What follows belongs to an exercise in optimizing a design on an open flow for small area and a short achievable clock period; a production flow would make more cautious choices.

== sierra ==
==> flow/design.v <==
package poker_pkg;
    localparam int NUM_RANKS   = 13;
    localparam int NUM_SUITS   = 4;
    localparam int HOLE_CARDS  = 2;
    localparam int BOARD_CARDS = 5;
    localparam int RUN_LEN     = 5;
    localparam logic [3:0] CARD_MIN = 4'd2;
    localparam logic [3:0] CARD_MAX = 4'd14;
    localparam logic [4:0] CAT_ROYAL          = 5'd31;
    localparam logic [4:0] CAT_STRAIGHT_FLUSH = 5'd30;
    localparam logic [4:0] CAT_FOUR           = 5'd29;
    localparam logic [4:0] CAT_FULL_HOUSE     = 5'd28;
    localparam logic [4:0] CAT_FLUSH          = 5'd27;
    localparam logic [4:0] CAT_STRAIGHT       = 5'd26;
    localparam logic [4:0] CAT_THREE          = 5'd25;
    localparam logic [4:0] CAT_TWO_PAIR       = 5'd24;
    localparam logic [4:0] CAT_HIGH           = 5'd0;
    localparam logic [4:0] PAIR_BASE          = 5'd10;   
    localparam logic [3:0] HC_ROYAL          = 4'd0;
    localparam logic [3:0] HC_STRAIGHT_FLUSH = 4'd1;
    localparam logic [3:0] HC_FOUR           = 4'd2;
    localparam logic [3:0] HC_FULL_HOUSE     = 4'd3;
    localparam logic [3:0] HC_FLUSH          = 4'd4;
    localparam logic [3:0] HC_STRAIGHT       = 4'd5;
    localparam logic [3:0] HC_THREE          = 4'd6;
    localparam logic [3:0] HC_TWO_PAIR       = 4'd7;
    localparam logic [3:0] HC_PAIR           = 4'd8;
    localparam logic [3:0] HC_HIGH           = 4'd9;
endpackage
`timescale 1ns/1ns
module poker_eval_top (
    input  logic        clk,
    input  logic        rst_n,
    input  logic        in_valid,
    input  logic [11:0] hole_cards,
    input  logic [29:0] board_cards,
    output logic        out_valid,
    output logic [17:0] score
);
    function automatic logic [3:0] ge4of7(input logic [6:0] x);
        logic a1, a2, a3, a4, b1, b2, b3;
        a1 = |x[3:0];
        a2 = (x[0] | x[1]) & (x[2] | x[3]) | (x[0] & x[1]) | (x[2] & x[3]);
        a3 = (x[0] & x[1]) & (x[2] | x[3]) | (x[2] & x[3]) & (x[0] | x[1]);
        a4 = &x[3:0];
        b1 = |x[6:4];
        b2 = (x[4] & x[5]) | (x[6] & (x[4] | x[5]));
        b3 = &x[6:4];
        ge4of7 = {a4 | (a3 & b1) | (a2 & b2) | (a1 & b3),
                  a3 | b3 | (a2 & b1) | (a1 & b2),
                  a2 | b2 | (a1 & b1),
                  a1 | b1};
    endfunction
    function automatic logic [2:0] ge7of7(input logic [6:0] x);
        logic a2, a3, a4, b1, b2, b3;
        a2 = (x[0] | x[1]) & (x[2] | x[3]) | (x[0] & x[1]) | (x[2] & x[3]);
        a3 = (x[0] & x[1]) & (x[2] | x[3]) | (x[2] & x[3]) & (x[0] | x[1]);
        a4 = &x[3:0];
        b1 = |x[6:4];
        b2 = (x[4] & x[5]) | (x[6] & (x[4] | x[5]));
        b3 = &x[6:4];
        ge7of7 = {a4 & b3, (a4 & b2) | (a3 & b3), (a4 & b1) | (a3 & b2) | (a2 & b3)};
    endfunction
    logic [41:0] cards;
    logic [12:0] dh [7];                 
    logic [6:0]  sh [4];                 
    logic [3:0]  fsuit, six, sev;        
    logic [6:0]  inf;                    
    logic        flush_d, clr1_d, clr2_d;
    logic [12:0] c0_d, c1_d, c2_d;
    assign cards = {board_cards, hole_cards};
    always_comb begin
        for (int i = 0; i < 7; i++)
            for (int k = 0; k < 13; k++) dh[i][k] = (cards[6*i+2 +: 4] == 4'(k + 2));
        for (int s = 0; s < 4; s++) begin
            logic [2:0] c;
            for (int i = 0; i < 7; i++) sh[s][i] = (cards[6*i +: 2] == 2'(s));
            c = ge7of7(sh[s]);
            fsuit[s] = c[0];
            six[s]   = c[1];
            sev[s]   = c[2];
        end
        flush_d = |fsuit;
        clr1_d  = !flush_d || |six;
        clr2_d  = !flush_d || |sev;
        for (int i = 0; i < 7; i++)
            inf[i] = |(fsuit & {sh[3][i], sh[2][i], sh[1][i], sh[0][i]});
        for (int k = 0; k < 13; k++) begin
            logic [1:0] a, b, c;
            logic       fm;
            a = 2'(dh[0][k]) + 2'(dh[1][k]) + 2'(dh[2][k]);
            b = 2'(dh[3][k]) + 2'(dh[4][k]) + 2'(dh[5][k]);
            c = 2'(a[0]) + 2'(b[0]) + 2'(dh[6][k]);
            fm = 1'b0;
            for (int i = 0; i < 7; i++) fm = fm | (dh[i][k] & inf[i]);
            c0_d[k] = flush_d ? fm : c[0];
            c1_d[k] = !flush_d && (a[1] | b[1] | c[1]);
            c2_d[k] = !flush_d && ((a[1] & b[1]) | (a[1] & c[1]) | (b[1] & c[1]));
        end
    end
    logic [12:0] c0, c1, c2;
    logic        flush, clr1, clr2;
    logic        s1_valid;
    always_ff @(posedge clk) begin
        c0    <= c0_d;
        c1    <= c1_d;
        c2    <= c2_d;
        flush <= flush_d;
        clr1  <= clr1_d;
        clr2  <= clr2_d;
    end
    always_ff @(posedge clk or negedge rst_n) begin
        if (!rst_n) s1_valid <= 1'b0;
        else        s1_valid <= in_valid;
    end
    logic [12:0] m, sg, pr, tr, qd;     
    assign m  = c0 | c1;
    assign sg = c0 & ~c1;
    assign pr = c1 & ~c0 & ~c2;
    assign tr = c0 & c1;
    assign qd = c2;
    function automatic logic [12:0] top1(input logic [12:0] x);
        logic [12:0] t;
        for (int r = 0; r < 13; r++) t[r] = x[r] && !(|(x >> (r + 1)));
        top1 = t;
    endfunction
    function automatic logic [38:0] top3(input logic [12:0] x);
        logic [12:0] one, two, thr, t1, t2, t3;
        for (int r = 0; r < 13; r++) one[r] = |(x >> (r + 1));
        for (int r = 0; r < 13; r++) two[r] = |((x & one) >> (r + 1));
        for (int r = 0; r < 13; r++) thr[r] = |((x & two) >> (r + 1));
        t1 = x & ~one;
        t2 = x & one & ~two;
        t3 = x & two & ~thr;
        top3 = {t3, t2, t1};
    endfunction
    function automatic logic [3:0] enc(input logic [12:0] x);
        logic [3:0] e;
        e = '0;
        for (int r = 0; r < 13; r++) if (x[r]) e = e | 4'(r + 1);
        enc = e;
    endfunction
    logic [8:0]  win;
    logic        wheel, run_found;
    logic [12:0] run_low;
    always_comb begin
        for (int lo = 0; lo < 9; lo++) win[lo] = &m[lo +: 5];
        wheel     = &{m[12], m[3:0]};
        run_found = |win | wheel;
        run_low   = top1({4'b0, win});
    end
    logic [12:0] top5;
    always_comb begin
        logic [12:0] any_b, two_b;
        for (int k = 0; k < 13; k++) any_b[k] = |(m & ((13'd1 << k) - 13'd1));
        for (int k = 0; k < 13; k++) two_b[k] = |(m & any_b & ((13'd1 << k) - 13'd1));
        for (int k = 0; k < 13; k++)
            top5[k] = m[k] && !(clr1 && !any_b[k]) && !(clr2 && any_b[k] && !two_b[k]);
    end
    logic        any_q, any_t, any_p, any_z;
    logic [12:0] x, x1, z, y, y1, c_oh, d_oh;
    logic [3:0]  a_dec, b_dec, c_dec, d_dec;
    logic        is_four, is_fh, is_three, is_tp, is_pair;
    always_comb begin
        any_q = |qd;
        any_t = |tr;
        any_p = |pr;
        x     = any_q ? qd : (any_t ? tr : pr);
        x1    = top1(x);
        z     = (tr | pr) & ~x1;
        any_z = |z;
        y     = (any_z && !any_q) ? z : (m & ~x1);
        y1    = top1(y);
        c_oh  = top1(m & ~x1 & ~y1);
        d_oh  = top1(m & ~x1 & ~y1 & ~c_oh);
        is_four  = any_q;
        is_fh    = any_t && any_z;
        is_three = any_t;
        is_tp    = any_z;
        is_pair  = any_p;
        a_dec = enc(x1);
        b_dec = enc(y1);
        c_dec = enc(c_oh);
        d_dec = enc(d_oh);
    end
    logic [4:0]  cat_d;
    logic [12:0] tb_d;
    always_comb begin
        if (flush) begin
            if (win[8])          begin cat_d = 5'd31; tb_d = '0; end
            else if (run_found)  begin cat_d = 5'd30; tb_d = run_low; end
            else                 begin cat_d = 5'd27; tb_d = top5; end
        end
        else if (is_four)        begin cat_d = 5'd29; tb_d = {a_dec, b_dec, 5'd0}; end
        else if (is_fh)          begin cat_d = 5'd28; tb_d = {a_dec, b_dec, 5'd0}; end
        else if (run_found)      begin cat_d = 5'd26; tb_d = run_low; end
        else if (is_three)       begin cat_d = 5'd25; tb_d = {a_dec, b_dec, c_dec, 1'b0}; end
        else if (is_tp)          begin cat_d = 5'd24; tb_d = {a_dec, b_dec, c_dec, 1'b0}; end
        else if (is_pair)        begin cat_d = 5'd10 + {1'b0, a_dec}; tb_d = {b_dec, c_dec, d_dec, 1'b0}; end
        else                     begin cat_d = 5'd0;  tb_d = top5; end
    end
    always_ff @(posedge clk or negedge rst_n) begin
        if (!rst_n) begin
            score     <= '0;
            out_valid <= 1'b0;
        end else begin
            out_valid <= s1_valid;
            if (s1_valid) score <= {cat_d, tb_d};
        end
    end
endmodule
Settings: LEC_CHECK=0, ABC_AREA=1, CAP_MARGIN=20, CORE_MARGIN=2, CORE_UTILIZATION=40, SLEW_MARGIN=20; clock period 10.0 ns.
standard.sh (not shown) runs the stock make flow with config.mk's settings and CLKGATE_MAP_FILE= SYNTH_SCRIPT=/design/flow/synth_recipe.tcl, a recipe that flattens the netlist after the stock synthesis.
==> flow/flow/run.sh <==
#!/bin/bash
# Standard layout, with fast port buffers and timing repair aimed below the clock period.
set -euo pipefail
export BUFFER_PORTS_ARGS="-buffer_cell sky130_fd_sc_hd__buf_2"
export SETUP_SLACK_MARGIN=6
bash standard.sh > standard.log 2>&1
What violet does differently from sierra at the input level:
--- a/flow/design.v
+++ b/flow/design.v
@@ -156,33 +156,37 @@
         for (int k = 0; k < 13; k++) two_b[k] = |(m & any_b & ((13'd1 << k) - 13'd1));
         for (int k = 0; k < 13; k++)
             top5[k] = m[k] && !(clr1 && !any_b[k]) && !(clr2 && any_b[k] && !two_b[k]);
     end
-    logic        any_q, any_t, any_p, any_z;
-    logic [12:0] x, x1, z, y, y1, c_oh, d_oh;
+    logic        any_q, any_t, any_p, h2;
+    logic [12:0] p2, h, h1, hs, lw, l1, l2, l3;
     logic [3:0]  a_dec, b_dec, c_dec, d_dec;
     logic        is_four, is_fh, is_three, is_tp, is_pair;
     always_comb begin
+        logic [38:0] pt, lt;
         any_q = |qd;
         any_t = |tr;
         any_p = |pr;
-        x     = any_q ? qd : (any_t ? tr : pr);
-        x1    = top1(x);
-        z     = (tr | pr) & ~x1;
-        any_z = |z;
-        y     = (any_z && !any_q) ? z : (m & ~x1);
-        y1    = top1(y);
-        c_oh  = top1(m & ~x1 & ~y1);
-        d_oh  = top1(m & ~x1 & ~y1 & ~c_oh);
+        pt    = top3(pr);
+        p2    = pt[12:0] | pt[25:13];
+        h     = any_q ? qd : (any_t ? tr : p2);
+        h1    = top1(h);
+        hs    = h & ~h1;
+        h2    = |hs;
         is_four  = any_q;
-        is_fh    = any_t && any_z;
+        is_fh    = any_t && (h2 || any_p);
         is_three = any_t;
-        is_tp    = any_z;
+        is_tp    = h2;
         is_pair  = any_p;
-        a_dec = enc(x1);
-        b_dec = enc(y1);
-        c_dec = enc(c_oh);
-        d_dec = enc(d_oh);
+        lw    = (is_fh && !any_q ? pr : m) & ~h;
+        lt    = top3(lw);
+        l1    = lt[12:0];
+        l2    = lt[25:13];
+        l3    = lt[38:26];
+        a_dec = enc(h1);
+        b_dec = h2 ? enc(hs) : enc(l1);
+        c_dec = h2 ? enc(l1) : enc(l2);
+        d_dec = enc(l3);
     end
     logic [4:0]  cat_d;
     logic [12:0] tb_d;
     always_comb begin
Findings:
sierra reports its endpoint of the most critical setup path as score[2] while violet reports score[10]. Across both runs, die outline width was higher for violet than for sierra. Number of distinct library cells after synthesis, violet vs sierra: up by more than 10%. Diff sierra -> violet | portion of the layout cell area used by non-clock buffers | decrease of 1.1 points. Final wirelength in violet is 1.1 mm above sierra. Depth of the most critical reg-to-reg path (higher): sierra.
No functional check of the RTL was part of any run of this note.

==> re-timing with driven ports <==
Ports are ideal in the flow. The routed layouts listed here were re-timed in OpenROAD. Step 1, drivers: a clkbuf_16 drives clk and a buf_2 each remaining input, both assumed. Step 2 moves the port delays by t, midway between the first and last clock arrival at a register: inputs arrive t later, outputs are due t later. That takes back most of the time a late clock gives input paths. Slacks: ideal ports / drivers / drivers and shift; pairs: ideal ports / drivers.
run | t, ns | setup slack, ns | cell pins on the clock port's net
sierra | 0.379 | 5.894 / 5.894 / 5.689 | 1
violet | 0.390 | 5.789 / 5.789 / 5.626 | 1
After both steps every run listed still meets setup and hold. The setup slack of sierra, which loses most, moves by 0.000 ns with the drivers and by -0.205 ns with both steps.
